From an optimization exercise on the open Yosys and OpenROAD flow, aimed at small area, a short achievable clock period and few clock cycles; shortcuts taken in it are not production practice. Where RTL was checked, it was by simulation tests only, not by an equivalence proof against the original. For runs 5 and 6, only the layout was checked, not whether the RTL still works.

`flow/flow/run.sh`:
```
#!/bin/bash
set -euo pipefail
cat flow/extra.mk >> config.mk
bash standard.sh > standard_flow.log 2>&1
```
`flow/design.v`:
```
package rau_pkg;
	typedef enum logic [2:0] {
		OP_ADD  = 3'd0,
		OP_SUB  = 3'd1,
		OP_MUL  = 3'd2,
		OP_DIV  = 3'd3,
		OP_NEG  = 3'd4,
		OP_INV  = 3'd5,
		OP_NORM = 3'd6,
		OP_EQ   = 3'd7
	} op_t;
	typedef enum logic [1:0] {
		ST_OK   = 2'd0,
		ST_OVF  = 2'd1,
		ST_ZERO = 2'd2
	} status_t;
endpackage
import rau_pkg::*;
module rational_arithmetic_unit
#(
	parameter int OPERAND_WIDTH = 32
) (
	input  logic                            clk,
	input  logic                            arst_n,
	input  logic                            in_valid,
	output logic                            in_stall,
	input  logic [2:0]                      operation,
	input  logic signed [OPERAND_WIDTH-1:0] a_num,
	input  logic signed [OPERAND_WIDTH-1:0] a_den,
	input  logic signed [OPERAND_WIDTH-1:0] b_num,
	input  logic signed [OPERAND_WIDTH-1:0] b_den,
	output logic                            out_valid,
	input  logic                            out_stall,
	output logic signed [OPERAND_WIDTH-1:0] res_num,
	output logic signed [OPERAND_WIDTH-1:0] res_den,
	output logic                            is_equal,
	output logic [1:0]                      status
);
	logic st_idle, st_triv, st_mul1, st_comb, st_mul2, st_gcd, st_sum, st_fin;
	logic stall_q, ov_q;
	logic mmu_q, mmv_q;                  
	logic cadd_q;                        
	logic [2:0]  op_q;
	logic [31:0] r0_q, r1_q, r2_q, r3_q;  
	logic        zst_q;                  
	logic [7:0]  pos_q, t2_q;            
	logic        first_q;                
	logic [5:0]  du_q, dv_q;             
	logic        sn_q, rs_q, ovf_q, fovf_q, fnz_q;
	logic        pv_q, pru_q, pgs_q;     
	logic [2:0]  psh_q;
	logic [63:0] u_q, v_q;
	logic        eq_q;
	logic [1:0]  st_q;
	function automatic logic [3:0] wide(input logic [31:0] x);
		wide[0] = (x[31:3]  != {29{x[31]}});
		wide[1] = (x[31:7]  != {25{x[31]}});
		wide[2] = (x[31:15] != {17{x[31]}});
		wide[3] = (x[31:23] != {9{x[31]}});
	endfunction
	function automatic logic [7:0] top_pos(input logic [3:0] w);
		top_pos = w[3] ? 8'h80 : w[2] ? 8'h20 : w[1] ? 8'h08 : w[0] ? 8'h02 : 8'h01;
	endfunction
	function automatic logic [2:0] ctz7(input logic [6:0] x);
		integer i;
		ctz7 = 3'd7;
		for (i = 6; i >= 0; i = i - 1)
			if (x[i]) ctz7 = i;
	endfunction
	function automatic logic [2:0] booth(input logic [2:0] b);
		case (b)
			3'b001, 3'b010: booth = 3'b001;
			3'b011:         booth = 3'b010;
			3'b100:         booth = 3'b110;
			3'b101, 3'b110: booth = 3'b101;
			default:        booth = 3'b000;
		endcase
	endfunction
	function automatic logic [5:0] bpair(input logic [31:0] m, input logic [7:0] p,
			input logic c);
		logic [32:0] e;
		logic [4:0]  f;
		logic [2:0]  h, l;
		integer j;
		e = {m, 1'b0};
		f = 5'd0;
		for (j = 0; j < 8; j = j + 1)
			f = f | (e[4*j +: 5] & {5{p[j]}});
		h = booth(f[4:2]);
		l = booth(f[2:0]);
		bpair = {h[2] ^ c, h[1:0], l[2] ^ c, l[1:0]};
	endfunction
	logic is_add, is_sub, is_mul, is_neg, is_norm, is_eq;
	always_comb begin
		is_add  = (op_q == OP_ADD) || (op_q == OP_SUB);
		is_sub  = (op_q == OP_SUB);
		is_mul  = (op_q == OP_MUL);
		is_neg  = (op_q == OP_NEG);
		is_norm = (op_q == OP_NORM);
		is_eq   = (op_q == OP_EQ);
	end
	logic        p_add, p_mul, p_div, p_neg, p_inv, p_norm, p_eq;
	logic        p_zero, p_triv, p_novf;
	logic [3:0]  p_wbn, p_wbd;
	logic [7:0]  p_t1, p_t2;
	logic [31:0] p_mplu, p_mplv;
	logic [5:0]  p_du, p_dv;
	always_comb begin
		p_add  = (operation == OP_ADD) || (operation == OP_SUB);
		p_mul  = (operation == OP_MUL);
		p_div  = (operation == OP_DIV);
		p_neg  = (operation == OP_NEG);
		p_inv  = (operation == OP_INV);
		p_norm = (operation == OP_NORM);
		p_eq   = (operation == OP_EQ);
		p_zero = !p_eq && ((a_den == 32'd0) ||
			((p_add || p_mul || p_div) && b_den == 32'd0) ||
			(p_div && b_num == 32'd0) || (p_inv && a_num == 32'd0));
		p_novf = p_neg && (a_num == 32'h8000_0000);
		p_triv = p_zero || p_neg || p_inv || p_eq;
		p_wbn  = wide(b_num);
		p_wbd  = wide(b_den);
		p_t1   = p_norm ? 8'h01 : top_pos(p_wbn | p_wbd);
		p_t2   = top_pos(p_wbd);
		p_mplu = p_mul ? b_num : b_den;
		p_mplv = p_mul ? b_den : b_num;
		if (p_zero || p_eq || p_novf) begin
			p_du = 6'b000000;
			p_dv = 6'b000000;
		end else if (p_neg) begin
			p_du = 6'b000101;
			p_dv = 6'b000001;
		end else if (p_inv) begin
			p_du = 6'b000001;
			p_dv = 6'b000001;
		end else if (p_norm) begin
			p_du = {3'b000, a_num[31], 2'b01};
			p_dv = {3'b000, a_den[31], 2'b01};
		end else begin
			p_du = bpair(p_mplu, p_t1, a_num[31] ^ p_mplu[31]);
			p_dv = bpair(p_mplv, p_t1, a_den[31] ^ p_mplv[31]);
		end
	end
	logic        mm_u, mm_v, comb_add, s_un, s_vn;
	logic [63:0] mh_u, ml_u, mh_v, ml_v, a_u, b_u, c_u, a_v, b_v, c_v;
	logic [63:0] cs_u, cc_u, cs_v, cc_v, x_u, y_u, x_v, y_v;
	logic [64:0] su, sv;
	always_comb begin
		mm_u = mmu_q;
		mm_v = mmv_q;
		s_un = r0_q[31] ^ r3_q[31];
		s_vn = r2_q[31] ^ r1_q[31] ^ is_sub;
		comb_add = st_comb && cadd_q;
		mh_u = du_q[4] ? {{31{r0_q[31]}}, r0_q, 1'b0} :
			du_q[3] ? {{32{r0_q[31]}}, r0_q} : 64'd0;
		ml_u = du_q[1] ? {{31{r0_q[31]}}, r0_q, 1'b0} :
			du_q[0] ? {{32{r0_q[31]}}, r0_q} : 64'd0;
		mh_v = dv_q[4] ? {{31{r1_q[31]}}, r1_q, 1'b0} :
			dv_q[3] ? {{32{r1_q[31]}}, r1_q} : 64'd0;
		ml_v = dv_q[1] ? {{31{r1_q[31]}}, r1_q, 1'b0} :
			dv_q[0] ? {{32{r1_q[31]}}, r1_q} : 64'd0;
		a_u = {first_q ? 60'd0 : u_q[59:0], 1'b0, du_q[5], 2'b00};
		b_u = {mh_u[61:0] ^ {62{du_q[5]}}, 2'b00};
		c_u = ml_u ^ {64{du_q[2]}};
		a_v = {first_q ? 60'd0 : v_q[59:0], 1'b0, dv_q[5], 2'b00};
		b_v = {mh_v[61:0] ^ {62{dv_q[5]}}, 2'b00};
		c_v = ml_v ^ {64{dv_q[2]}};
		cs_u = a_u ^ b_u ^ c_u;
		cc_u = {(a_u[62:0] & b_u[62:0]) | (a_u[62:0] & c_u[62:0]) | (b_u[62:0] & c_u[62:0]), 1'b0};
		cs_v = a_v ^ b_v ^ c_v;
		cc_v = {(a_v[62:0] & b_v[62:0]) | (a_v[62:0] & c_v[62:0]) | (b_v[62:0] & c_v[62:0]), 1'b0};
		x_u = mm_u ? cs_u : u_q;
		y_u = mm_u ? cc_u : comb_add ? v_q : ~v_q;
		x_v = mm_v ? cs_v : v_q;
		y_v = mm_v ? cc_v : ~u_q;
		su = {1'b0, x_u} + {1'b0, y_u} + {64'd0, mm_u ? du_q[2] : !comb_add};
		sv = {1'b0, x_v} + {1'b0, y_v} + {64'd0, mm_v ? dv_q[2] : 1'b1};
	end
	logic        u_odd, v_odd, uv_eq, u_zero, borrow, gcd_done;
	logic [6:0]  dlow;
	logic        both_odd, repl_u, repl_v, wr_u, wr_v, cof_u;
	logic [2:0]  sh, sh_u, sh_v, za, zb, cof_sh;
	logic [63:0] src_u, src_v, nu, nv;
	always_comb begin
		u_odd  = u_q[0];
		v_odd  = v_q[0];
		uv_eq  = (u_q == v_q);
		u_zero = (u_q == 64'd0);
		borrow = (u_q < v_q);
		dlow   = u_q[6:0] - v_q[6:0];
		gcd_done = u_zero || (u_odd && v_odd && uv_eq) || ovf_q;
		both_odd = u_odd && v_odd;
		repl_u = both_odd && !borrow;
		repl_v = both_odd && borrow;
		za     = u_odd ? 3'd0 : ctz7(u_q[6:0]);
		zb     = v_odd ? 3'd0 : ctz7(v_q[6:0]);
		sh     = ctz7(dlow);
		sh_u   = both_odd ? sh : za;
		sh_v   = both_odd ? sh : zb;
		wr_u   = both_odd ? repl_u : !u_odd;
		wr_v   = both_odd ? repl_v : !v_odd;
		cof_u  = both_odd ? repl_u : (za > zb);
		cof_sh = both_odd ? sh : (za > zb) ? za - zb : zb - za;
		src_u  = both_odd ? su[63:0] : u_q;
		src_v  = both_odd ? sv[63:0] : v_q;
		nu     = st_gcd ? (src_u >> sh_u) :
			(st_comb && !comb_add && borrow) ? sv[63:0] : su[63:0];
		nv     = st_gcd ? (src_v >> sh_v) : sv[63:0];
	end
	logic [31:0] x1, x2;
	logic [39:0] sh1, sh2;
	logic [32:0] sum1, sum2;
	logic        c_ovf, f_ovf;
	always_comb begin
		x1    = pru_q ? r0_q : r1_q;
		x2    = pru_q ? r2_q : r3_q;
		sh1   = {8'd0, x1} << psh_q;
		sh2   = {8'd0, x2} << psh_q;
		sum1  = {1'b0, r0_q} + {1'b0, r1_q};
		sum2  = {1'b0, r2_q} + {1'b0, r3_q};
		c_ovf = (sh1[39:32] != 8'd0) || (sh2[39:32] != 8'd0) ||
			(pgs_q && (sum1[32] || sum2[32]));
		f_ovf = ovf_q || sum1[32] || sum2[32] || sum2[31] ||
			(rs_q ? (sum1[31] && sum1[30:0] != 31'd0) : sum1[31]);
	end
	logic take, hold, init_cof, rs_new;
	logic n_idle, n_triv, n_mul1, n_comb, n_mul2, n_gcd, n_sum, n_fin, n_ov;
	logic [7:0] pos_m1;
	logic [5:0] dn_u, dn_v;
	assign take = in_valid && !stall_q;
	assign hold = ov_q && out_stall;    
	always_comb begin
		n_idle = st_idle; n_triv = st_triv; n_mul1 = st_mul1; n_comb = st_comb;
		n_mul2 = st_mul2; n_gcd = st_gcd; n_sum = st_sum; n_fin = st_fin;
		init_cof = 1'b0;
		if (st_idle || (st_triv && !hold) || st_fin) begin
			n_triv = take && p_triv;
			n_mul1 = take && !p_triv;
			n_idle = !take;
			n_fin  = 1'b0;
		end
		if (!hold) begin
			if (st_mul1 && pos_q[0]) begin
				n_mul1 = 1'b0;
				n_comb = is_add;
				n_gcd  = !is_add;
				init_cof = !is_add;
			end
			if (st_comb) begin
				n_comb = 1'b0;
				n_mul2 = 1'b1;
			end
			if (st_mul2 && pos_q[0]) begin
				n_mul2 = 1'b0;
				n_gcd  = 1'b1;
				init_cof = 1'b1;
			end
			if (st_gcd && gcd_done) begin
				n_gcd = 1'b0;
				n_sum = 1'b1;
			end
			if (st_sum) begin
				n_sum = 1'b0;
				n_fin = 1'b1;
			end
		end
		n_ov = (st_triv && !hold) || st_fin || (ov_q && out_stall);
		rs_new = is_norm ? (r0_q[31] ^ r1_q[31]) :
			is_add ? (sn_q ^ r1_q[31] ^ r3_q[31]) :
			(r0_q[31] ^ r1_q[31] ^ r2_q[31] ^ r3_q[31]);
	end
	logic [31:0] mpl_u, mpl_v;
	always_comb begin
		pos_m1 = {1'b0, pos_q[7:1]};
		mpl_u = is_mul ? r2_q : r3_q;
		mpl_v = (st_mul1 && !is_mul) ? r2_q : r3_q;
		dn_u = 6'b000000;
		dn_v = 6'b000000;
		if (st_mul1) begin
			dn_u = bpair(mpl_u, pos_m1, r0_q[31] ^ mpl_u[31]);
			dn_v = bpair(mpl_v, pos_m1, r1_q[31] ^ mpl_v[31]);
		end else if (st_comb || st_mul2) begin
			dn_v = bpair(r3_q, st_comb ? pos_q : pos_m1, r1_q[31] ^ r3_q[31]);
		end else if (st_sum) begin
			dn_u = (f_ovf || fnz_q) ? 6'b000000 : rs_q ? 6'b000101 : 6'b000001;
			dn_v = f_ovf ? 6'b000000 : 6'b000001;
		end
	end
	always_ff @(posedge clk or negedge arst_n) begin
		if (!arst_n) begin
			st_idle <= 1'b1;
			st_triv <= 1'b0;
			st_mul1 <= 1'b0;
			st_comb <= 1'b0;
			st_mul2 <= 1'b0;
			st_gcd  <= 1'b0;
			st_sum  <= 1'b0;
			st_fin  <= 1'b0;
			ov_q    <= 1'b0;
			stall_q <= 1'b0;
			mmu_q   <= 1'b0;
			mmv_q   <= 1'b0;
		end else begin
			mmu_q   <= n_triv || n_mul1 || n_fin;
			mmv_q   <= n_triv || n_mul1 || n_mul2 || n_fin;
			st_idle <= n_idle;
			st_triv <= n_triv;
			st_mul1 <= n_mul1;
			st_comb <= n_comb;
			st_mul2 <= n_mul2;
			st_gcd  <= n_gcd;
			st_sum  <= n_sum;
			st_fin  <= n_fin;
			ov_q    <= n_ov;
			stall_q <= !(n_idle || n_fin || (n_triv && !n_ov));
		end
	end
	always_ff @(posedge clk) begin
		if (!hold) begin
			du_q <= dn_u;
			dv_q <= dn_v;
			cadd_q <= (s_un == s_vn);
			if (st_triv || st_mul1 || st_mul2 || st_fin) begin
				first_q <= 1'b0;
				v_q <= nv;
			end
			if (st_triv || st_mul1 || st_fin)
				u_q <= nu;
			if (st_mul1 || st_mul2)
				pos_q <= pos_m1;
			if (st_mul1 && pos_q[0])
				pos_q <= t2_q;
			if (st_triv) begin
				eq_q <= is_eq && (r0_q == r2_q) && (r1_q == r3_q);
				st_q <= zst_q ? ST_ZERO : is_neg && r0_q == 32'h8000_0000 ? ST_OVF : ST_OK;
			end
			if (st_comb) begin
				u_q <= nu;
				sn_q <= (comb_add || !borrow) ? s_un : s_vn;
				first_q <= 1'b1;
			end
			if (st_gcd && pv_q) begin
				if (c_ovf) ovf_q <= 1'b1;
				if (pru_q) begin
					r0_q <= sh1[31:0];
					r2_q <= sh2[31:0];
					if (pgs_q) begin
						r1_q <= sum1[31:0];
						r3_q <= sum2[31:0];
					end
				end else begin
					r1_q <= sh1[31:0];
					r3_q <= sh2[31:0];
					if (pgs_q) begin
						r0_q <= sum1[31:0];
						r2_q <= sum2[31:0];
					end
				end
			end
			if (st_gcd) begin
				pv_q  <= !gcd_done && (both_odd || za != zb);
				pru_q <= cof_u;
				pgs_q <= both_odd;
				psh_q <= cof_sh;
				if (gcd_done) begin
					fnz_q <= u_zero;
				end else begin
					if (wr_u) u_q <= nu;
					if (wr_v) v_q <= nv;
				end
			end
			if (st_sum) begin
				r0_q <= sum1[31:0];
				r1_q <= sum2[31:0];
				fovf_q <= f_ovf;
				first_q <= 1'b1;
			end
			if (st_fin) begin
				eq_q <= 1'b0;
				st_q <= fovf_q ? ST_OVF : ST_OK;
			end
			if (init_cof) begin
				r0_q <= 32'd1;
				r1_q <= 32'd0;
				r2_q <= 32'd0;
				r3_q <= 32'd1;
				rs_q <= rs_new;
				ovf_q <= 1'b0;
				pv_q <= 1'b0;
			end
		end
		if (take) begin
			op_q  <= operation;
			r0_q  <= p_inv ? a_den : a_num;
			r1_q  <= p_inv ? a_num : a_den;
			r2_q  <= b_num;
			r3_q  <= b_den;
			zst_q <= p_zero;
			pos_q <= p_t1;
			t2_q  <= p_t2;
			first_q <= 1'b1;
			du_q  <= p_du;
			dv_q  <= p_dv;
		end
	end
	assign in_stall  = stall_q;
	assign out_valid = ov_q;
	assign res_num   = u_q[31:0];
	assign res_den   = v_q[31:0];
	assign is_equal  = eq_q;
	assign status    = st_q;
endmodule
```
`flow/constraint.sdc`:
```
create_clock -name core_clock -period 15.0 [get_ports {clk}]
set_input_delay 3.0000 -clock core_clock [delete_from_list [all_inputs] [get_ports {clk}]]
set_output_delay 3.0000 -clock core_clock [all_outputs]
set_load 0.01 [all_outputs]
```
`flow/flow/extra.mk`:
```
export SETUP_SLACK_MARGIN = 9.0
export BUFFER_PORTS_ARGS = -buffer_cell sky130_fd_sc_hd__buf_4
```
`flow/config.mk`:
```
export PLATFORM = sky130hd
export DESIGN_NAME = rational_arithmetic_unit
export DESIGN_NICKNAME = rational_arithmetic_unit
export VERILOG_FILES = /design/flow/design.v
export SDC_FILE = /design/flow/constraint.sdc
export NUM_CORES = 4
export LEC_CHECK = 0
export CAP_MARGIN = 20
export CORE_MARGIN = 2
export CORE_UTILIZATION = 25
export PLACE_DENSITY = 0.45
export SLEW_MARGIN = 20
export TNS_END_PERCENT = 5
export SETUP_SLACK_MARGIN = 9.0
export BUFFER_PORTS_ARGS = -buffer_cell sky130_fd_sc_hd__buf_4
```
`flow/standard.sh`:
```
#!/bin/bash
# synth_recipe.tcl (not shown) runs the flow's synth.tcl, then flattens the netlist and writes it again
# the make line also repeats each setting of config.mk as NAME=value (left out here)
make -C /OpenROAD-flow-scripts/flow DESIGN_CONFIG=/design/flow/config.mk WORK_HOME=/design/flow/orfs CLKGATE_MAP_FILE= SYNTH_SCRIPT=/design/flow/synth_recipe.tcl "${@:-finish}"
```
==> results of run 1 <==
metal layers:
metal	vias up	wire length [um]	global-route usage
met4	10	23700	0.166
met2	3266	143000	0.432
met3	866	23500	0.0400
li1	27000	-	-
met1	29600	123000	0.326
met5	-	69	0
registers in the layout, summed over array words and instances, names as in the netlist, 6 cells and up:
register	cells
u_q	64
pos_q	8
r2_q	32
r3_q	32
r0_q	32
du_q	6
dv_q	6
r1_q	32
v_q	64
how the worst min path moves through the flow:
stage | from | endpoint
finish | v_q[48] | v_q[48]
global route | v_q[48] | v_q[48]
CTS | v_q[48] | v_q[48]
detailed placement | v_q[48] | v_q[48]
global placement | v_q[48] | v_q[48]
floorplan | fovf_q | st_q[0]
worst min-delay path: stages (launching register included):
cell and delay (ps):
edfxtp_1 350, a21oi_1 70, o221ai_1 60
logic make-up (layout without fill, tap and decap cells):
family,Yosys count,after routing,synth area share
buffers and inverters,797,664,0.0611
muxes,571,571,0.121
xor gates and xnor gates,448,448,0.0705
adders and majority gates,408,408,0.109
DFF,313,313,0.168
and+or+nand+nor,2564,2564,0.211
AOI/OAI and AO/OA,2313,2313,0.260
other,0,3,0
through the flow:
step                std cells  hold WS [ps]  utilization
CTS                     10200           591        0.277
global route            10300           614        0.280
detailed placement      10100           577        0.270
finish                  10300           586        0.280
global placement        10100           561        0.269
floorplan                7414           493            -
what timing repair did:
item,in CTS,in global routing
gates resized for setup,46,103
pin swaps,2,8
setup endpoints to repair,125,106
buffers inserted,15,27
hold buffers,0,0
area by class of cell:
type | count | area [um^2]
Fill cell | 24300 | 159000
Multi-Input combinational cell | 6304 | 43700
Sequential cell | 313 | 9350
Tap cell | 2975 | 3720
Timing Repair Buffer | 414 | 3330
Clock buffer | 50 | 1100
Inverter | 172 | 662
Clock inverter | 28 | 292
Antenna cell | 3 | 7.51
synth_stat cells (38+ instances only):
library cell / count
buf_1: 62
a21oi_1: 704
nor4_1: 75
nor2b_1: 46
a31oi_1: 59
a221oi_1: 46
nand3_1: 137
inv_1: 167
edfxtp_1: 300
buf_2: 91
nand2_1: 1005
clkbuf_1: 392
nand4_1: 122
or3_1: 40
a22oi_1: 49
mux2_2: 87
fa_1: 127
nand2b_1: 114
mux2i_1: 413
xor2_1: 148
o221ai_1: 38
nor3_1: 143
mux4_2: 70
o22ai_1: 136
nor2_1: 669
o21ai_0: 602
and3_1: 55
buf_4: 74
a211oi_1: 77
a21o_1: 72
o21a_1: 53
ha_1: 281
xnor2_1: 300
o211ai_1: 83
==> flow_summary_export.csv, run 1 <==
group,metric,value,unit
floorplanning,start_util,0.251,
timing,min_period,6090,ps
floorplanning,num_rows,173,
place,port_buffers,203,
floorplanning,core,222000,um^2
yosys,syn_inst,7414,
cells_and_area,drive_above_1_share,0.116,
yosys,synth_async_sr_flop_share,0.0383,
grt,grt_use_total,0.265,
worst_setup_path,r2r_end,"v_q[40]",
cells_and_area,final_cell_mix,"999 x nand2_1, 692 x a21oi_1, 662 x nor2_1",
yosys,syn_nets,7957,
worst_setup_path,crit_path_frequent_cell,"o21ai_0",
worst_setup_path,slowest_delay,800,ps
cts,htree_levels,2,
worst_setup_path,r2r-start,"u_q[0]",
worst_setup_path,path_cells,"buf_4 > inv_1 > ha_1 > a21o_1 > o21ai_0 > buf_4 > o21ai_0 > o2bb2ai_1 > or4_1 > and2_1 > a2bb2oi_1 > o21ai_0",
yosys,synthFlopType,"edfxtp_1",
cts,cts_made_buffers,43,
yosys,synth_top_cell_by_area,"edfxtp_1",
cts,path_clk_slew,70,ps
cts,max-clock-path-buffers,3,
place,dp_hpwl,244000,um
detailed_routing,drc_errors,0,
timing,slew_headroom,0.125,
worst_setup_path,path_class,"in2reg",
yosys,postSynthAreaPerCell,7.50,um^2
yosys,synth_edf_count,300,
place,post-place-ws,7680,ps
worst_setup_path,reg2reg_depth,18,
min_path,hold_depth,2,
yosys,syn_area,55600,um^2
status,status,"complete, no violations",
timing,period_share,0.406,
cells_and_area,final_common_cell,"nand2_1",
job,drv_cap,0,
floorplanning,die_area,226000,um^2
grt,grt_pass1_vias,57400,
detailed_routing,drt-total-wl,312000,um
timing,setup_viol,0,
worst_setup_path,critical_path.endpoint_type,"flop",
cells_and_area,final_area,62200,um^2
grt,antenna_found_initial,8,
worst_setup_path,cp_slowest_cell,"o21ai_0",
yosys,synth_seq_area_share,0.168,
detailed_routing,detailroute.via_count,60700,
place,placedInstanceArea,59700,um^2
floorplanning,die_x,476,um
worst_setup_path,critPathBufInv,3,
cells_and_area,syn_to_final_growth,11.7,%
timing,finalClockSkew,60.8,ps
detailed_routing,viasPerCell,5.92,
grt,grt-ovfl-total,0,
cells_and_area,finish.net_count,7791,
grt,grt_max_degree,119,
worst_setup_path,reg2reg_slack,8930,ps
detailed_routing,first_pass_iters,8,
place,routabilityCongestion,0.986,
worst_setup_path,path_depth,12,
floorplanning,pin_count,204,
worst_setup_path,crit_fanout,11,
worst_setup_path,cp.arrival,6410,ps
timing,drv_slew,0,
cts,tritoncts,"yes",
cts,clock_sinks,313,
worst_setup_path,required,15320,ps
worst_setup_path,start_kind,"input pin",
min_path,min_path_type,"reg2reg",
timing,fin_setup_tns,0,ps
worst_setup_path,crit_path_end,"dv_q[0]",
yosys,synth_warnings,1,
yosys,yosysTopAreaCellShare,0.162,
timing,rsz0062_at_grt,"true",
detailed_routing,drt_first_iter_violations,7023,
floorplanning,die_height,476,um
worst_setup_path,cp_top_family,"compound AO/OA/AOI/OAI gates",
yosys,synthDistinctLibCells,110,
cts,insertion_delay,680,ps
cts,clk_root_buffer_cell,"clkbuf_16",
detailed_routing,ant_nets,0,
yosys,synth.area.top_cells,"edfxtp_1 16%, mux2i_1 7.4%, nand2_1 6.8%, a21oi_1 6.3%, ha_1 6.3%",
detailed_routing,wl_per_cell,30.4,um
grt,grt_pass1_wl,436000,um
timing,max_freq,0.164,GHz
worst_setup_path,crit_start,"b_den[31]",
timing,worstMarginPinSlew,1300,ps
timing,layout_setup_ws,8910,ps
yosys,synth_seq_cells,313,
timing,hold_viol,0,
Testbench counts, summed over its fixed seeds: cycles 30,423.
==> run 2: changes to the inputs <==
==> flow/flow/extra.mk (replaced) <==
export SETUP_SLACK_MARGIN = 9.5
export BUFFER_PORTS_ARGS = -buffer_cell sky130_fd_sc_hd__buf_2
--- a/flow/config.mk
+++ b/flow/config.mk
@@ -11,5 +11,5 @@
 export PLACE_DENSITY = 0.45
 export SLEW_MARGIN = 20
 export TNS_END_PERCENT = 5
-export SETUP_SLACK_MARGIN = 9.0
-export BUFFER_PORTS_ARGS = -buffer_cell sky130_fd_sc_hd__buf_4
+export SETUP_SLACK_MARGIN = 9.5
+export BUFFER_PORTS_ARGS = -buffer_cell sky130_fd_sc_hd__buf_2
==> flow_summary_export.csv, run 2 <==
group,metric,value,unit
status,status,"complete, no violations",
floorplanning,start_util,0.251,
worst_setup_path,crit_fanout,60,
cts,path_clk_slew,60,ps
cts,clock_sinks,313,
detailed_routing,ant_nets,0,
detailed_routing,detailroute.via_count,62200,
timing,hold_viol,0,
worst_setup_path,r2r_end,"v_q[25]",
min_path,min_path_type,"reg2reg",
timing,worstMarginPinSlew,1150,ps
cts,max-clock-path-buffers,3,
min_path,hold_depth,2,
cells_and_area,top_regs,"u_q: 64 flops, v_q: 64 flops",
timing,slew_headroom,0.233,
yosys,netlist_top_cells_count,"1005 x nand2_1, 704 x a21oi_1, 669 x nor2_1",
place,routabilityCongestion,0.995,
worst_setup_path,start_kind,"flop",
grt,grt_use_total,0.269,
cells_and_area,final_cell_mix,"990 x nand2_1, 650 x nor2_1, 628 x a21oi_1",
place,dp_hpwl,246000,um
timing,finalClockSkew,32.5,ps
worst_setup_path,required,15380,ps
cells_and_area,fin_cells,10400,
timing,fin_setup_tns,0,ps
cells_and_area,finish.net_count,7927,
floorplanning,die_height,476,um
detailed_routing,drt-total-wl,321000,um
yosys,synth_warnings,1,
floorplanning,core,222000,um^2
grt,grt_pass1_wl,444000,um
yosys,synthFlopType,"edfxtp_1",
worst_setup_path,reg2reg_depth,15,
floorplanning,pin_count,204,
detailed_routing,first_pass_iters,6,
yosys,synth_seq_cells,313,
worst_setup_path,cp.arrival,6080,ps
timing,drv_slew,0,
grt,grt_pass1_vias,58700,
cells_and_area,drive_above_1_share,0.171,
yosys,synth_seq_area_share,0.168,
yosys,syn_nets,7957,
yosys,postSynthAreaPerCell,7.50,um^2
min_path,worstHoldEndpoint,"v_q[48]",
cells_and_area,fillers,24100,
timing,max_freq,0.175,GHz
floorplanning,die_area,226000,um^2
timing,setup_viol,0,
timing,min_period,5700,ps
detailed_routing,drc_errors,0,
detailed_routing,wl_per_cell,30.8,um
yosys,synthDistinctLibCells,110,
yosys,synth_async_sr_flop_share,0.0383,
detailed_routing,drt_first_iter_violations,7447,
cts,cts_made_buffers,43,
yosys,syn_area,55600,um^2
cells_and_area,final_common_cell,"nand2_1",
place,place_inst,10100,
yosys,synth_top_cell_by_area,"edfxtp_1",
cts,tritoncts,"yes",
place,port_buffers,203,
worst_setup_path,path_class,"reg2reg",
grt,grt_max_degree,134,
timing,period_share,0.380,
cts,clk_root_buffer_cell,"clkbuf_16",
detailed_routing,viasPerCell,5.98,
worst_setup_path,critical_path.endpoint_type,"flop",
min_path,min_from,"v_q[48]",
job,drv_cap,0,
worst_setup_path,r2r-start,"v_q[47]",
yosys,yosysTopAreaCellShare,0.162,
yosys,synth_edf_count,300,
yosys,synth_most_common_cell,"nand2_1",
grt,antenna_found_initial,16,
yosys,synth.area.top_cells,"edfxtp_1 16%, mux2i_1 7.4%, nand2_1 6.8%, a21oi_1 6.3%, ha_1 6.3%",
cts,insertion_delay,670,ps
timing,rsz0062_at_grt,"true",
yosys,syn_inst,7414,
cts,cts_hold_buf,0,
worst_setup_path,reg2reg_slack,9300,ps
floorplanning,num_rows,173,
grt,grt-ovfl-total,0,
cells_and_area,syn_to_final_growth,16.9,%
floorplanning,die_x,476,um
cts,htree_levels,2,
## run 2: changes by cell type in the layout (fill, tap and decap cells not counted), sizes merged
cell      delta
buf        +127
clkbuf       +4
clkinv       +4
bufbuf       +3
clkinvlp     -2
inv          -2
nor2         +2
and2         +1
bufinv       +1
## run 2: area by class of cell
class	instances	area [um^2]	area share
antenna	3	7.51	0.000115
clock buffer	52	1120	0.0172
clock inverter	28	275	0.00423
inverter	172	684	0.0105
multi-input combinational	6307	45600	0.701
sequential	313	9350	0.144
tap	2975	3720	0.0573
timing repair buffer	546	4250	0.0653
timing repair inverter	1	8.76	0.000135
## run 2: worst max-delay path by stage
stage / start / endpoint / slack (ps) / depth (start not counted)
final: v_q[47] / v_q[25] / 9300 / 15
after global placement: dv_q[1] / v_q[60] / 7460 / 19
after detailed placement: dv_q[1] / v_q[60] / 7440 / 19
after CTS: b_num[18] / du_q[5] / 9340 / 13
after global routing: dv_q[1] / v_q[57] / 9360 / 22
after floorplan: out_stall / r2_q[0] / 9230 / 10
## run 2: metal layers
metal / track usage / up-vias / routed length (um)
met5: 0 / - / 33
met4: 0.168 / 4 / 24800
met3: 0.0381 / 906 / 24900
met2: 0.439 / 3529 / 146000
met1: 0.334 / 30500 / 125000
li1: - / 27200 / -
## run 2: critical path, cell delays in order, from the launching register on
cell and delay [ps]:
edfxtp_1 480, inv_1 310, ha_1 400, nand4_1 130
nor3_1 540, nand4_1 690, nor3_1 620, nor3_1 90
buf_4 210, a31oi_2 170, buf_4 300, o21a_2 190
buf_6 430, nor2_1 380, a221oi_1 330, o21ai_1 100
## run 2: logic make-up (layout without fill, tap and decap cells)
kind of cell	Yosys count	in the layout	synth area share
flip-flops	313	313	0.168
buffers and inverters	797	799	0.0611
AND/OR/NAND/NOR	2564	2567	0.211
adder cells (fa/ha/maj)	408	408	0.109
other	0	3	0
multiplexers	571	571	0.121
AO/OA/AOI/OAI	2313	2313	0.260
XOR/XNOR	448	448	0.0705
## run 2: metrics by stage
step	hold slack (ps)	utilization	worst slack (ps)	area (um^2)
3_3_place_gp	570	0.267	7460	59200
5_1_grt	619	0.293	9360	65000
2_1_floorplan	493	-	9230	55800
4_1_cts	585	0.282	9340	62600
6_report	591	0.293	9300	65000
3_5_place_dp	571	0.267	7440	59300
## run 2: timing repair
action / 4_1_cts / 5_1_grt
setup endpoints to repair: 320 / 281
setup buffers: 76 / 93
hold endpoints to repair: 0 / 0
resized for setup: 264 / 325
pin swaps: 29 / 58
gates cloned: 4 / 5
==> run 3: changes to the inputs <==
--- a/flow/config.mk
+++ b/flow/config.mk
@@ -8,6 +8,7 @@
 export CAP_MARGIN = 20
 export CORE_MARGIN = 2
 export CORE_UTILIZATION = 25
+export CTS_BUF_LIST = sky130_fd_sc_hd__clkbuf_8
 export PLACE_DENSITY = 0.45
 export SLEW_MARGIN = 20
 export TNS_END_PERCENT = 5
==> flow_summary_export.csv, run 3 <==
group,metric,value,unit
worst_setup_path,start_kind,"flop",
cts,htree_levels,3,
cells_and_area,final_cell_mix,"990 x nand2_1, 650 x nor2_1, 634 x a21oi_1",
yosys,synth_edf_count,300,
worst_setup_path,r2r_end,"u_q[57]",
cells_and_area,top_regs,"u_q: 64 flops, v_q: 64 flops",
yosys,synthDistinctLibCells,110,
detailed_routing,viasPerCell,5.96,
yosys,synth_async_sr_flop_share,0.0383,
yosys,syn_area,55600,um^2
floorplanning,start_util,0.251,
cells_and_area,drive_above_1_share,0.168,
yosys,synth_warnings,1,
cells_and_area,syn_to_final_growth,16.1,%
floorplanning,pin_count,204,
worst_setup_path,cp.arrival,6350,ps
yosys,syn_nets,7957,
timing,fin_setup_tns,0,ps
status,status,"complete, no violations",
yosys,synth_seq_area_share,0.168,
timing,rsz0062_at_grt,"true",
worst_setup_path,reg2reg_depth,14,
cts,clk_root_buffer_cell,"clkbuf_8",
timing,min_period,5720,ps
yosys,synth_seq_cells,313,
timing,max_freq,0.175,GHz
cells_and_area,fillers,24300,
worst_setup_path,required,15640,ps
place,dp_hpwl,246000,um
cts,cts_hold_buf,0,
worst_setup_path,path_class,"reg2reg",
min_path,min_from,"v_q[48]",
place,routabilityCongestion,0.995,
job,drv_cap,0,
cts,path_clk_slew,60,ps
floorplanning,core,222000,um^2
cells_and_area,fin_cells,10400,
detailed_routing,drt-total-wl,320000,um
floorplanning,die_x,476,um
grt,antenna_found_initial,17,
detailed_routing,ant_nets,0,
timing,fin_hold_ws,588,ps
worst_setup_path,critical_path.endpoint_type,"flop",
detailed_routing,drc_errors,0,
timing,drv_slew,0,
place,port_buffers,203,
cells_and_area,finish.net_count,7945,
yosys,synth.area.top_cells,"edfxtp_1 16%, mux2i_1 7.4%, nand2_1 6.8%, a21oi_1 6.3%, ha_1 6.3%",
yosys,synthFlopType,"edfxtp_1",
cells_and_area,final_common_cell,"nand2_1",
detailed_routing,wl_per_cell,30.6,um
timing,setup_viol,0,
worst_setup_path,crit_fanout,58,
cts,max-clock-path-buffers,3,
detailed_routing,detailroute.via_count,62200,
cts,tritoncts,"yes",
yosys,synth_top_cell_by_area,"edfxtp_1",
yosys,netlist_top_cells_count,"1005 x nand2_1, 704 x a21oi_1, 669 x nor2_1",
timing,worstMarginPinSlew,1300,ps
floorplanning,num_rows,173,
cts,insertion_delay,840,ps
cts,clock_sinks,313,
yosys,synth_most_common_cell,"nand2_1",
floorplanning,die_height,476,um
floorplanning,die_area,226000,um^2
timing,finalClockSkew,56.0,ps
worst_setup_path,reg2reg_slack,9280,ps
yosys,syn_inst,7414,
cts,cts_made_buffers,68,
grt,grt_pass1_vias,59000,
min_path,min_path_type,"reg2reg",
timing,slew_headroom,0.129,
grt,grt-ovfl-total,0,
detailed_routing,drt_first_iter_violations,7471,
grt,grt_use_total,0.271,
place,place_inst,10100,
min_path,worstHoldEndpoint,"v_q[48]",
grt,grt_pass1_wl,446000,um
yosys,postSynthAreaPerCell,7.50,um^2
timing,period_share,0.381,
min_path,hold_depth,2,
grt,grt_max_degree,134,
worst_setup_path,r2r-start,"v_q[47]",
detailed_routing,first_pass_iters,8,
timing,hold_viol,0,
yosys,yosysTopAreaCellShare,0.162,
run 3: cell counts after synthesis:
Identical to the previous run, type by type.
run 3: repair_timing:
action / CTS / global route
gates resized for setup: 269 / 267
endpoints found under the setup margin: 318 / 200
pin swaps: 32 / 59
buffers inserted: 87 / 78
cloned: 4 / 2
run 3: cell families (layout without fill, tap and decap cells):
| family | count (synthesis) | after routing | share of synthesized area |
|---|---|---|---|
| adders and majority gates | 408 | 408 | 0.109 |
| buffers and inverters | 797 | 833 | 0.0611 |
| and+or+nand+nor | 2564 | 2565 | 0.211 |
| xor gates and xnor gates | 448 | 448 | 0.0705 |
| other | 0 | 4 | 0 |
| DFF | 313 | 313 | 0.168 |
| AOI/OAI and AO/OA | 2313 | 2313 | 0.260 |
| muxes | 571 | 571 | 0.121 |
run 3: area by class of cell:
cell class	count	area, um^2	area share
antenna	4	10.0	0.000155
clock buffer	69	950	0.0147
clock inverter	50	378	0.00585
inverter	172	684	0.0106
multi-input combinational	6305	45300	0.701
sequential	313	9350	0.145
tap	2975	3720	0.0576
timing repair buffer	542	4220	0.0653
run 3: stage by stage:
| stage | worst slack [ps] | util | area (um^2) |
|---|---|---|---|
| 2_1_floorplan | 9230 | - | 55800 |
| 3_3_place_gp | 7460 | 0.267 | 59200 |
| 3_5_place_dp | 7440 | 0.267 | 59300 |
| 4_1_cts | 9370 | 0.283 | 62700 |
| 5_1_grt | 9310 | 0.291 | 64600 |
| 6_report | 9280 | 0.291 | 64600 |
run 3: layer usage:
| layer | track usage | share of wire |
|---|---|---|
| met2 | 0.440 | 0.45 |
| met5 | 0 | 0.00018 |
| met3 | 0.0400 | 0.077 |
| met1 | 0.334 | 0.39 |
| met4 | 0.172 | 0.079 |
run 3: worst max-delay path by stage:
stage,startpoint,endpoint,slack [ps],cells past startpoint
after global placement,dv_q[1],v_q[60],7460,19
after floorplan,out_stall,r2_q[0],9230,10
after global routing,dv_q[4],v_q[57],9310,22
final,v_q[47],u_q[57],9280,14
after CTS,r0_q[28],u_q[44],9370,17
after detailed placement,dv_q[1],v_q[60],7440,19
run 3: critical path, cell delays in order (launching register included):
cell,delay (ps)
edfxtp_1,480
inv_1,300
ha_1,400
nand4_1,130
nor3_1,500
nand4_1,680
o2111ai_1,450
a211o_1,340
or2_2,550
nor2_4,100
buf_6,300
nor2_1,530
nand3_1,320
a31o_2,330
o21ai_0,60
==> run 4: changes to the inputs <==
==> flow/flow/extra.mk (replaced) <==
export SETUP_SLACK_MARGIN = 10.0
export BUFFER_PORTS_ARGS = -buffer_cell sky130_fd_sc_hd__buf_2
--- a/flow/config.mk
+++ b/flow/config.mk
@@ -12,5 +12,5 @@
 export PLACE_DENSITY = 0.45
 export SLEW_MARGIN = 20
 export TNS_END_PERCENT = 5
-export SETUP_SLACK_MARGIN = 9.5
+export SETUP_SLACK_MARGIN = 10.0
 export BUFFER_PORTS_ARGS = -buffer_cell sky130_fd_sc_hd__buf_2
==> flow_summary_export.csv, run 4 <==
group,metric,value,unit
min_path,min_path_type,"reg2reg",
floorplanning,die_x,476,um
cells_and_area,final_util,0.308,
yosys,synth_seq_cells,313,
timing,slew_headroom,0.101,
worst_setup_path,cp.arrival,6170,ps
timing,max_freq,0.180,GHz
cells_and_area,syn_to_final_growth,22.7,%
worst_setup_path,crit_fanout,8,
timing,drv_slew,0,
cells_and_area,final_cell_mix,"973 x nand2_1, 636 x nor2_1, 564 x a21oi_1",
cts,insertion_delay,860,ps
timing,setup_viol,0,
place,port_buffers,203,
grt,grt-ovfl-total,0,
cells_and_area,fillers,24000,
cts,cts_made_buffers,70,
yosys,synth_edf_count,300,
grt,grt_max_degree,114,
grt,antenna_found_initial,14,
grt,grt_pass1_wl,449000,um
detailed_routing,drc_errors,0,
yosys,synth_warnings,1,
yosys,synth_most_common_cell,"nand2_1",
timing,period_share,0.371,
yosys,synthFlopType,"edfxtp_1",
timing,worstMarginPinSlew,1340,ps
cells_and_area,top_regs,"u_q: 64 flops, v_q: 64 flops",
timing,min_period,5570,ps
place,post-place-ws,7620,ps
grt,grt_use_total,0.273,
timing,hold_viol,0,
detailed_routing,detailroute.via_count,63000,
place,routabilityCongestion,1.00,
yosys,yosysTopAreaCellShare,0.162,
timing,fin_setup_tns,0,ps
yosys,synth_async_sr_flop_share,0.0383,
worst_setup_path,path_class,"in2reg",
place,dp_hpwl,242000,um
timing,layout_setup_ws,9430,ps
cells_and_area,final_common_cell,"nand2_1",
yosys,postSynthAreaPerCell,7.50,um^2
floorplanning,die_area,226000,um^2
detailed_routing,wl_per_cell,30.5,um
worst_setup_path,path_cells,"buf_2 > or4_4 > nor3_2 > o2bb2ai_2 > nor3_4 > buf_12 > a31oi_4 > o22ai_2 > or3_4 > inv_1 > ha_1 > o31ai_4 > xnor2_2 > o21ai_4",
cts,tritoncts,"yes",
yosys,synthDistinctLibCells,110,
cts,max-clock-path-buffers,3,
worst_setup_path,critical_path.endpoint_type,"flop",
detailed_routing,drt-total-wl,323000,um
cells_and_area,final_area,68300,um^2
yosys,syn_area,55600,um^2
worst_setup_path,cp_top_family,"simple AND/OR/NAND/NOR gates",
floorplanning,start_util,0.251,
detailed_routing,first_pass_iters,7,
cells_and_area,fin_cells,10600,
cts,path_clk_slew,70,ps
worst_setup_path,cp_slowest_cell,"or4_4",
place,place_inst,10100,
worst_setup_path,slowest_delay,580,ps
detailed_routing,ant_nets,0,
timing,finalClockSkew,90.7,ps
yosys,netlist_top_cells_count,"1005 x nand2_1, 704 x a21oi_1, 669 x nor2_1",
yosys,syn_nets,7957,
yosys,synth_top_cell_by_area,"edfxtp_1",
floorplanning,pin_count,204,
yosys,synth_seq_area_share,0.168,
floorplanning,num_rows,173,
floorplanning,die_height,476,um
worst_setup_path,required,15600,ps
grt,grt_pass1_vias,60000,
place,placedInstanceArea,59400,um^2
cells_and_area,drive_above_1_share,0.224,
cts,clock_sinks,313,
floorplanning,core,222000,um^2
cts,htree_levels,3,
detailed_routing,viasPerCell,5.95,
timing,rsz0062_at_grt,"true",
status,status,"complete, no violations",
worst_setup_path,start_kind,"input pin",
detailed_routing,drt_first_iter_violations,7264,
job,drv_cap,0,
timing,fin_hold_ws,617,ps
cts,clk_root_buffer_cell,"clkbuf_8",
yosys,syn_inst,7414,
worst_setup_path,critPathBufInv,3,
yosys,synth.area.top_cells,"edfxtp_1 16%, mux2i_1 7.4%, nand2_1 6.8%, a21oi_1 6.3%, ha_1 6.3%",
cells_and_area,finish.net_count,8089,
[run 4: cell types whose count changed in the layout (fill, tap and decap cells not counted), moves of 17 or more]
cell,change
o21ai_0,-91
o21ai_2,+26
xnor2_2,+17
a21oi_4,+27
xnor2_1,-19
ha_1,-43
a21oi_1,-70
o21ai_1,+54
a21oi_2,+43
ha_4,+42
nand2_1,-17
buf_4,+115
[run 4: worst reg2reg max path, cell delays in order (launching register included)]
cell,delay [ps]
edfxtp_1,630
ha_1,350
fa_1,460
a211oi_2,440
o21ai_0,300
a21oi_1,360
o21ai_0,320
o2111a_1,370
a311o_1,390
a2111oi_1,710
nand4_1,460
a21oi_2,340
o31ai_1,140
o21ai_0,90
[run 4: layer usage]
metal / share of wire / vias to the layer above / global-route usage
met5: 0.00060 / - / 0.00469
met1: 0.39 / 30900 / 0.339
met3: 0.079 / 909 / 0.0405
met2: 0.45 / 3588 / 0.437
met4: 0.078 / 10 / 0.180
li1: - / 27600 / -
[run 4: worst paths after layout]
| kind | from | end | slack, ps | depth (start not counted) |
|---|---|---|---|---|
| worst max-delay path | b_num[18] | dv_q[5] | 9430 | 14 |
| worst min-delay path | st_triv | st_triv | 620 | 2 |
| worst max register to register | r1_q[0] | dv_q[0] | 9460 | 13 |
| worst min register to register | st_triv | st_triv | 620 | 2 |
| max in group asynchronous | arst_n | st_idle | 12620 | 1 |
| min in group asynchronous | arst_n | ov_q | 2090 | 1 |
[run 4: kinds of logic after synthesis]
| logic type | count (synthesis) | synth area share |
|---|---|---|
| and+or+nand+nor | 2564 | 0.211 |
| AOI/OAI and AO/OA | 2313 | 0.260 |
| buffers and inverters | 797 | 0.0611 |
| muxes | 571 | 0.121 |
| xor gates and xnor gates | 448 | 0.0705 |
| adders and majority gates | 408 | 0.109 |
| DFF | 313 | 0.168 |
[run 4: cell type report]
cell class	instances	area [um^2]	share of cell area
timing repair buffer	682	5460	0.0800
multi-input combinational	6306	47700	0.698
clock inverter	54	405	0.00594
inverter	172	676	0.00990
clock buffer	71	977	0.0143
sequential	313	9350	0.137
timing repair inverter	1	7.51	0.000110
tap	2975	3720	0.0545
antenna	8	20.0	0.000293
[run 4: what timing repair did]
action,in CTS,in global routing
gates resized for setup,619,428
gates cloned,8,5
pin swaps,128,102
endpoints found under the hold margin,0,0
hold buffers,0,0
setup endpoints to repair,380,380
buffers inserted,205,100
==> run 5: changes to the inputs <==
--- a/flow/design.v
+++ b/flow/design.v
@@ -43,6 +43,7 @@
 	logic [2:0]  op_q;
 	logic [31:0] r0_q, r1_q, r2_q, r3_q;  
 	logic        zst_q;                  
+	logic        same_q;                 
 	logic [7:0]  pos_q, t2_q;            
 	logic        first_q;                
 	logic [5:0]  du_q, dv_q;             
@@ -100,8 +101,8 @@
 		is_eq   = (op_q == OP_EQ);
 	end
 	logic        p_add, p_mul, p_div, p_neg, p_inv, p_norm, p_eq;
-	logic        p_zero, p_triv, p_novf;
-	logic [3:0]  p_wbn, p_wbd;
+	logic        p_zero, p_triv, p_novf, p_same;
+	logic [3:0]  p_wad, p_wbn, p_wbd;
 	logic [7:0]  p_t1, p_t2;
 	logic [31:0] p_mplu, p_mplv;
 	logic [5:0]  p_du, p_dv;
@@ -118,12 +119,14 @@
 			(p_div && b_num == 32'd0) || (p_inv && a_num == 32'd0));
 		p_novf = p_neg && (a_num == 32'h8000_0000);
 		p_triv = p_zero || p_neg || p_inv || p_eq;
+		p_same = p_add && (a_den == b_den);
+		p_wad  = wide(a_den);
 		p_wbn  = wide(b_num);
 		p_wbd  = wide(b_den);
-		p_t1   = p_norm ? 8'h01 : top_pos(p_wbn | p_wbd);
-		p_t2   = top_pos(p_wbd);
+		p_t1   = (p_norm || p_same) ? 8'h01 : top_pos((p_add ? p_wad : p_wbn) | p_wbd);
+		p_t2   = p_same ? 8'h01 : top_pos(p_wbd);
 		p_mplu = p_mul ? b_num : b_den;
-		p_mplv = p_mul ? b_den : b_num;
+		p_mplv = p_mul ? b_den : p_add ? a_den : b_num;
 		if (p_zero || p_eq || p_novf) begin
 			p_du = 6'b000000;
 			p_dv = 6'b000000;
@@ -136,9 +139,12 @@
 		end else if (p_norm) begin
 			p_du = {3'b000, a_num[31], 2'b01};
 			p_dv = {3'b000, a_den[31], 2'b01};
+		end else if (p_same) begin
+			p_du = {3'b000, a_num[31], 2'b01};
+			p_dv = {3'b000, b_num[31], 2'b01};
 		end else begin
 			p_du = bpair(p_mplu, p_t1, a_num[31] ^ p_mplu[31]);
-			p_dv = bpair(p_mplv, p_t1, a_den[31] ^ p_mplv[31]);
+			p_dv = bpair(p_mplv, p_t1, (p_add ? b_num[31] : a_den[31]) ^ p_mplv[31]);
 		end
 	end
 	logic        mm_u, mm_v, comb_add, s_un, s_vn;
@@ -279,8 +285,11 @@
 		if (st_mul1) begin
 			dn_u = bpair(mpl_u, pos_m1, r0_q[31] ^ mpl_u[31]);
 			dn_v = bpair(mpl_v, pos_m1, r1_q[31] ^ mpl_v[31]);
+		end else if (st_comb && same_q) begin
+			dn_v = {3'b000, r2_q[31], 2'b01};
 		end else if (st_comb || st_mul2) begin
-			dn_v = bpair(r3_q, st_comb ? pos_q : pos_m1, r1_q[31] ^ r3_q[31]);
+			dn_v = bpair(r3_q, st_comb ? pos_q : pos_m1,
+				(st_comb ? r2_q[31] : r1_q[31]) ^ r3_q[31]);
 		end else if (st_sum) begin
 			dn_u = (f_ovf || fnz_q) ? 6'b000000 : rs_q ? 6'b000101 : 6'b000001;
 			dn_v = f_ovf ? 6'b000000 : 6'b000001;
@@ -335,6 +344,7 @@
 				st_q <= zst_q ? ST_ZERO : is_neg && r0_q == 32'h8000_0000 ? ST_OVF : ST_OK;
 			end
 			if (st_comb) begin
+				r1_q <= r2_q;
 				u_q <= nu;
 				sn_q <= (comb_add || !borrow) ? s_un : s_vn;
 				first_q <= 1'b1;
@@ -392,10 +402,11 @@
 		if (take) begin
 			op_q  <= operation;
 			r0_q  <= p_inv ? a_den : a_num;
-			r1_q  <= p_inv ? a_num : a_den;
-			r2_q  <= b_num;
+			r1_q  <= p_inv ? a_num : p_add ? b_num : a_den;
+			r2_q  <= p_add ? a_den : b_num;
 			r3_q  <= b_den;
 			zst_q <= p_zero;
+			same_q <= p_same;
 			pos_q <= p_t1;
 			t2_q  <= p_t2;
 			first_q <= 1'b1;
==> flow/flow/extra.mk (replaced) <==
export SETUP_SLACK_MARGIN = 9.5
export BUFFER_PORTS_ARGS = -buffer_cell sky130_fd_sc_hd__buf_4
--- a/flow/config.mk
+++ b/flow/config.mk
@@ -8,9 +8,8 @@
 export CAP_MARGIN = 20
 export CORE_MARGIN = 2
 export CORE_UTILIZATION = 25
-export CTS_BUF_LIST = sky130_fd_sc_hd__clkbuf_8
 export PLACE_DENSITY = 0.45
 export SLEW_MARGIN = 20
 export TNS_END_PERCENT = 5
-export SETUP_SLACK_MARGIN = 10.0
-export BUFFER_PORTS_ARGS = -buffer_cell sky130_fd_sc_hd__buf_2
+export SETUP_SLACK_MARGIN = 9.5
+export BUFFER_PORTS_ARGS = -buffer_cell sky130_fd_sc_hd__buf_4
==> flow_summary_export.csv, run 5 <==
group,metric,value,unit
status,status,"complete, no violations",
detailed_routing,drt_first_iter_violations,7278,
yosys,synth_warnings,1,
cells_and_area,top_regs,"u_q: 64 flops, v_q: 64 flops",
worst_setup_path,required,15540,ps
timing,fin_setup_tns,0,ps
cts,insertion_delay,690,ps
detailed_routing,first_pass_iters,9,
cts,tritoncts,"yes",
cts,clk_root_buffer_cell,"clkbuf_16",
yosys,syn_area,57100,um^2
floorplanning,start_util,0.251,
cts,clock_sinks,314,
worst_setup_path,critical_path.endpoint_type,"flop",
cts,htree_levels,2,
place,dp_hpwl,261000,um
cts,cts_made_buffers,46,
detailed_routing,drc_errors,0,
timing,hold_viol,0,
min_path,hold_depth,1,
timing,worstMarginPinSlew,1150,ps
detailed_routing,ant_nets,0,
grt,grt-ovfl-total,0,
yosys,synth_seq_cells,314,
detailed_routing,wl_per_cell,32.1,um
min_path,min_from,"st_triv",
cells_and_area,syn_to_final_growth,15.8,%
grt,grt_pass1_vias,61500,
floorplanning,die_height,482,um
worst_setup_path,crit_path_frequent_cell,"nand2_1",
cells_and_area,final_area,66000,um^2
worst_setup_path,path_depth,14,
yosys,netlist_top_cells_count,"1209 x nand2_1, 682 x nor2_1, 675 x a21oi_1",
yosys,synth_top_cell_by_area,"edfxtp_1",
yosys,synth_seq_area_share,0.164,
yosys,synth_most_common_cell,"nand2_1",
yosys,postSynthAreaPerCell,7.43,um^2
grt,grt_max_degree,111,
floorplanning,die_area,232000,um^2
worst_setup_path,crit_fanout,9,
cts,cts_hold_buf,0,
yosys,synth_edf_count,301,
timing,min_period,5860,ps
place,routabilityCongestion,0.996,
yosys,synthDistinctLibCells,129,
cells_and_area,finish.net_count,8133,
worst_setup_path,cp_top_family,"simple AND/OR/NAND/NOR gates",
worst_setup_path,reg2reg_slack,9250,ps
cells_and_area,final_cell_mix,"1197 x nand2_1, 659 x nor2_1, 636 x a21oi_1",
floorplanning,core,227000,um^2
worst_setup_path,path_class,"in2reg",
timing,period_share,0.390,
min_path,min_path_type,"reg2reg",
worst_setup_path,reg2reg_depth,18,
detailed_routing,detailroute.via_count,64300,
cells_and_area,final_common_cell,"nand2_1",
cts,path_clk_slew,60,ps
timing,finalClockSkew,55.7,ps
detailed_routing,viasPerCell,6.04,
yosys,syn_nets,8219,
grt,grt_use_total,0.281,
worst_setup_path,slowest_delay,590,ps
worst_setup_path,start_kind,"input pin",
worst_setup_path,critPathBufInv,2,
timing,setup_viol,0,
detailed_routing,drt-total-wl,342000,um
place,port_buffers,203,
worst_setup_path,path_cells,"buf_4 > inv_1 > ha_1 > or4b_2 > nor4_1 > nand2_1 > nor3_4 > o21ba_2 > a221oi_1 > and3_2 > nand2_1 > a21oi_1 > or3_1 > or2_2",
worst_setup_path,r2r-start,"r0_q[4]",
worst_setup_path,cp.arrival,6400,ps
place,placedInstanceArea,61000,um^2
floorplanning,die_x,482,um
timing,max_freq,0.171,GHz
grt,grt_pass1_wl,473000,um
worst_setup_path,crit_start,"b_num[31]",
timing,rsz0062_at_grt,"true",
worst_setup_path,cp_slowest_cell,"or4b_2",
cells_and_area,drive_above_1_share,0.157,
yosys,yosysTopAreaCellShare,0.158,
cts,max-clock-path-buffers,3,
floorplanning,num_rows,175,
timing,slew_headroom,0.232,
floorplanning,pin_count,204,
timing,drv_slew,0,
yosys,syn_inst,7675,
grt,antenna_found_initial,10,
yosys,synthFlopType,"edfxtp_1",
yosys,synth_async_sr_flop_share,0.0382,
yosys,synth.area.top_cells,"edfxtp_1 16%, nand2_1 8.0%, mux2i_1 6.3%, ha_1 6.2%, a21oi_1 5.9%",
job,drv_cap,0,
[run 5: changes by cell type in the layout (fill, tap and decap cells not counted), sizes merged, moves of 15 or more]
cell    previous run  this run
o21ai            633       586
inv              188       157
nor3             144       116
buf              674       537
nand2           1005      1209
a21oi            706       678
mux2i            413       358
o22ai            136       155
a21o              73        93
xnor2            300       335
a211o             13        31
clkbuf            77        56
o22a              23         8
a31oi             59        79
[run 5: final cells by class]
class	instances	area, um^2
Fill cell	24600	161000
Multi-Input combinational cell	6524	46100
Sequential cell	314	9370
Timing Repair Buffer	541	4670
Tap cell	3009	3760
Clock buffer	53	1180
Inverter	162	627
Clock inverter	29	295
Antenna cell	3	7.51
[run 5: worst paths after layout]
check | endpoint
max in group asynchronous | st_idle
min | st_triv
max reg2reg | u_q[32]
max | mmv_q
min in group asynchronous | stall_q
min reg2reg | st_triv
[run 5: what timing repair did]
item	CTS	global route
pin swaps	38	42
endpoints found under the setup margin	201	186
gates cloned	1	2
setup buffers	81	73
resized for setup	235	221
[run 5: worst reg2reg max path, delay by kind of cell, from the launching register on]
family	cells	cell delay (ps)
fa+ha+maj	2	910
buf+inv	1	200
simple gates	2	440
compound gates	10	2230
mux	1	410
flops	1	720
xor+xnor	2	560
[run 5: routing by layer]
layer | track usage | vias up | routed length (um)
li1 | - | 28000 | -
met1 | 0.332 | 31400 | 127000
met2 | 0.458 | 3746 | 155000
met3 | 0.0455 | 1046 | 28000
met4 | 0.211 | 6 | 31800
met5 | 0 | - | 46
[run 5: logic make-up (layout without fill, tap and decap cells)]
| logic type | count (synthesis) | in the layout | synth area share |
|---|---|---|---|
| DFF | 314 | 314 | 0.164 |
| buffers and inverters | 837 | 785 | 0.0632 |
| muxes | 524 | 524 | 0.111 |
| adders and majority gates | 409 | 409 | 0.106 |
| other | 0 | 3 | 0 |
| xor gates and xnor gates | 472 | 472 | 0.0728 |
| and+or+nand+nor | 2765 | 2765 | 0.218 |
| AOI/OAI and AO/OA | 2354 | 2354 | 0.264 |
[run 5: stage by stage]
stage | util | cells | setup WS, ps | hold slack [ps]
after floorplan | - | 7675 | 8590 | 489
after global placement | 0.269 | 10400 | 7440 | 559
after detailed placement | 0.269 | 10400 | 7650 | 577
after global routing | 0.291 | 10600 | 9090 | 614
final | 0.291 | 10600 | 9140 | 592
after CTS | 0.284 | 10600 | 9270 | 590
==> run 6: changes to the inputs <==
--- a/flow/config.mk
+++ b/flow/config.mk
@@ -8,7 +8,7 @@
 export CAP_MARGIN = 20
 export CORE_MARGIN = 2
 export CORE_UTILIZATION = 25
-export PLACE_DENSITY = 0.45
+export PLACE_DENSITY = 0.6
 export SLEW_MARGIN = 20
 export TNS_END_PERCENT = 5
 export SETUP_SLACK_MARGIN = 9.5
==> flow_summary_export.csv, run 6 <==
group,metric,value,unit
grt,grt_pass1_vias,62000,
timing,fin_setup_tns,0,ps
detailed_routing,detailroute.via_count,66400,
status,status,"complete, no violations",
place,placedInstanceArea,60900,um^2
yosys,synth_seq_area_share,0.164,
cts,clk_root_buffer_cell,"clkbuf_16",
place,routabilityCongestion,1.04,
place,port_buffers,203,
worst_setup_path,start_kind,"input pin",
cts,clock_sinks,314,
cts,path_clk_slew,60,ps
min_path,worstHoldEndpoint,"st_triv",
detailed_routing,viasPerCell,6.22,
timing,fin_hold_ws,561,ps
yosys,synthAdderAreaFrac,0.106,
timing,rsz0062_at_grt,"true",
min_path,min_path_type,"reg2reg",
grt,grt-ovfl-total,0,
worst_setup_path,crit_path_frequent_cell,"buf_4",
min_path,min_from,"st_triv",
worst_setup_path,critical_path.endpoint_type,"flop",
cells_and_area,final_common_cell,"nand2_1",
cells_and_area,top_regs,"u_q: 64 flops, v_q: 64 flops",
worst_setup_path,reg2reg_slack,9230,ps
timing,max_freq,0.169,GHz
yosys,syn_nets,8219,
yosys,syn_area,57100,um^2
yosys,synth_async_sr_flop_share,0.0382,
detailed_routing,first_pass_iters,14,
worst_setup_path,reg2reg_depth,19,
worst_setup_path,r2r_end,"v_q[37]",
yosys,synthSimpleGateAreaFrac,0.218,
cells_and_area,finish.net_count,8170,
detailed_routing,drc_errors,0,
yosys,synthDistinctLibCells,129,
yosys,synth_edf_count,301,
detailed_routing,wl_per_cell,31.0,um
grt,antenna_found_initial,14,
cts,cts_made_buffers,43,
worst_setup_path,cp_slowest_cell,"mux2i_1",
job,drv_cap,0,
timing,worstMarginPinSlew,1230,ps
grt,grt_max_degree,107,
cells_and_area,syn_to_final_growth,17.1,%
yosys,synthFlopType,"edfxtp_1",
worst_setup_path,path_cells,"buf_4 > or2_2 > buf_4 > buf_12 > mux2i_1 > a21oi_1 > a211oi_2 > o21ai_1 > xnor2_1 > mux2i_2 > o31ai_1",
yosys,synth_seq_cells,314,
cts,tritoncts,"yes",
detailed_routing,drt-total-wl,331000,um
yosys,syn_inst,7675,
yosys,synth.area.top_cells,"edfxtp_1 16%, nand2_1 8.0%, mux2i_1 6.3%, ha_1 6.2%, a21oi_1 5.9%",
yosys,synth_mux_area_frac,0.111,
yosys,synth_top_family_by_area,"compound AO/OA/AOI/OAI gates",
timing,min_period,5910,ps
timing,finalClockSkew,57.6,ps
yosys,synth_top_cell_by_area,"edfxtp_1",
worst_setup_path,r2r-start,"dv_q[1]",
cells_and_area,fillers,24300,
worst_setup_path,required,15360,ps
yosys,synth_compound_area_frac,0.264,
grt,grt_use_total,0.267,
cells_and_area,drive_above_1_share,0.165,
worst_setup_path,crit_start,"operation[2]",
yosys,yosysTopAreaCellShare,0.158,
cts,htree_levels,2,
detailed_routing,ant_nets,0,
yosys,netlist_top_cells_count,"1209 x nand2_1, 682 x nor2_1, 675 x a21oi_1",
floorplanning,die_area,232000,um^2
floorplanning,num_rows,175,
timing,drv_slew,0,
worst_setup_path,cp.arrival,6270,ps
floorplanning,pin_count,204,
grt,grt_pass1_wl,455000,um
cells_and_area,final_area,66800,um^2
yosys,synth_most_common_cell,"nand2_1",
detailed_routing,drt_first_iter_violations,9719,
worst_setup_path,crit_fanout,48,
timing,period_share,0.394,
yosys,synth_warnings,1,
floorplanning,core,227000,um^2
yosys,synth_xor_area_frac,0.0728,
floorplanning,die_x,482,um
cts,max-clock-path-buffers,3,
min_path,hold_depth,1,
place,dp_hpwl,245000,um
timing,setup_viol,0,
floorplanning,start_util,0.251,
worst_setup_path,path_class,"in2reg",
cts,cts_hold_buf,0,
cells_and_area,final_cell_mix,"1196 x nand2_1, 657 x nor2_1, 625 x a21oi_1",
cts,insertion_delay,670,ps
worst_setup_path,slowest_delay,620,ps
timing,hold_viol,0,
floorplanning,die_height,482,um
timing,slew_headroom,0.180,
yosys,postSynthAreaPerCell,7.43,um^2
==> run 6: changes by cell type in the layout (fill, tap and decap cells not counted), moves of 5 or more <==
| cell | previous run | this run |
|---|---|---|
| a21oi_1 | 636 | 625 |
| diode_2 | 3 | 9 |
| ha_4 | 15 | 21 |
| buf_4 | 483 | 509 |
| mux2i_1 | 355 | 349 |
| o21ai_1 | 48 | 53 |
| mux2i_2 | 3 | 9 |
| ha_1 | 232 | 225 |
| a21oi_2 | 35 | 48 |
==> run 6: how the worst max path moves through the flow <==
stage | slack, ps | end
2_1_floorplan | 8590 | r0_q[0]
3_3_place_gp | 7510 | u_q[52]
3_5_place_dp | 7420 | u_q[50]
4_1_cts | 9200 | du_q[5]
5_1_grt | 9060 | v_q[37]
6_report | 9090 | dv_q[2]
==> run 6: cells by family after synthesis <==
group / after synthesis
AND/OR/NAND/NOR: 2765
AO/OA/AOI/OAI: 2354
buffers and inverters: 837
multiplexers: 524
XOR/XNOR: 472
adder cells (fa/ha/maj): 409
flip-flops: 314
==> run 6: per-layer routing <==
metal  global-route usage  share of wire  vias to the layer above
met4                0.189          0.095                       12
met2                0.410           0.42                     5172
met3               0.0777           0.13                     1454
met5              0.00104        0.00034                        -
met1                0.318           0.35                    31600
li1                     -              -                    28100
==> run 6: through the flow <==
| stage | instances | utilization | worst slack [ps] |
|---|---|---|---|
| global placement | 10400 | 0.268 | 7510 |
| detailed placement | 10400 | 0.268 | 7420 |
| global route | 10700 | 0.294 | 9060 |
| floorplan | 7675 | - | 8590 |
| finish | 10700 | 0.294 | 9090 |
| CTS | 10500 | 0.282 | 9200 |
==> run 6: cell type report <==
type | count | area (um^2) | area share
multi-input combinational | 6524 | 46500 | 0.695
sequential | 314 | 9370 | 0.140
timing repair buffer | 581 | 5140 | 0.0769
tap | 3009 | 3760 | 0.0563
clock buffer | 53 | 1190 | 0.0178
inverter | 162 | 634 | 0.00949
clock inverter | 23 | 238 | 0.00356
antenna | 9 | 22.5 | 0.000337
==> run 6: timing repair <==
item	4_1_cts	5_1_grt
gates cloned	1	7
pin swaps	27	87
endpoints found under the setup margin	135	126
resized for setup	218	321
buffers inserted	66	140
==> run 6: worst max-delay path: cells and delay by family <==
| family | cells | cell delay, ps |
|---|---|---|
| XOR/XNOR | 1 | 180 |
| multiplexers | 2 | 970 |
| AO/OA/AOI/OAI | 4 | 1080 |
| AND/OR/NAND/NOR | 1 | 130 |
| buffers and inverters | 3 | 820 |

[port drivers added, routing unchanged]
The flow's constraints put no driver on any port. The routed layouts listed below were extracted and timed again, unchanged, in two steps.
Step 1 sets driving cells, clkbuf_16 on the clock port and buf_2 on the other inputs (assumed; they add their load-dependent delay and slew).
Step 2 moves the port delays by t, midway between the first and last clock arrival at a register: inputs arrive t later, outputs are due t later. That takes back most of the time a late clock gives input paths.
Three values: ideal, step 1, step 2; two values: the first two.
run | t (ns) | setup WS [ns] | worst slew at a driven data input, ns
run 1 | 0.726 | 8.907 / 8.927 / 8.239 | 0.07
run 2 | 0.726 | 9.301 / 9.301 / 8.814 | 0.08
run 3 | 0.878 | 9.282 / 9.282 / 8.537 | 0.08
run 4 | 0.899 | 9.429 / 9.460 / 8.595 | 0.07
run 5 | 0.741 | 9.144 / 9.199 / 8.458 | 0.09
run 6 | 0.720 | 9.094 / 9.142 / 8.422 | 0.10
After both steps setup and hold are still met in every run listed. The setup slack of run 4, which loses most, moves by +0.031 ns with the drivers and by -0.834 ns with both steps.
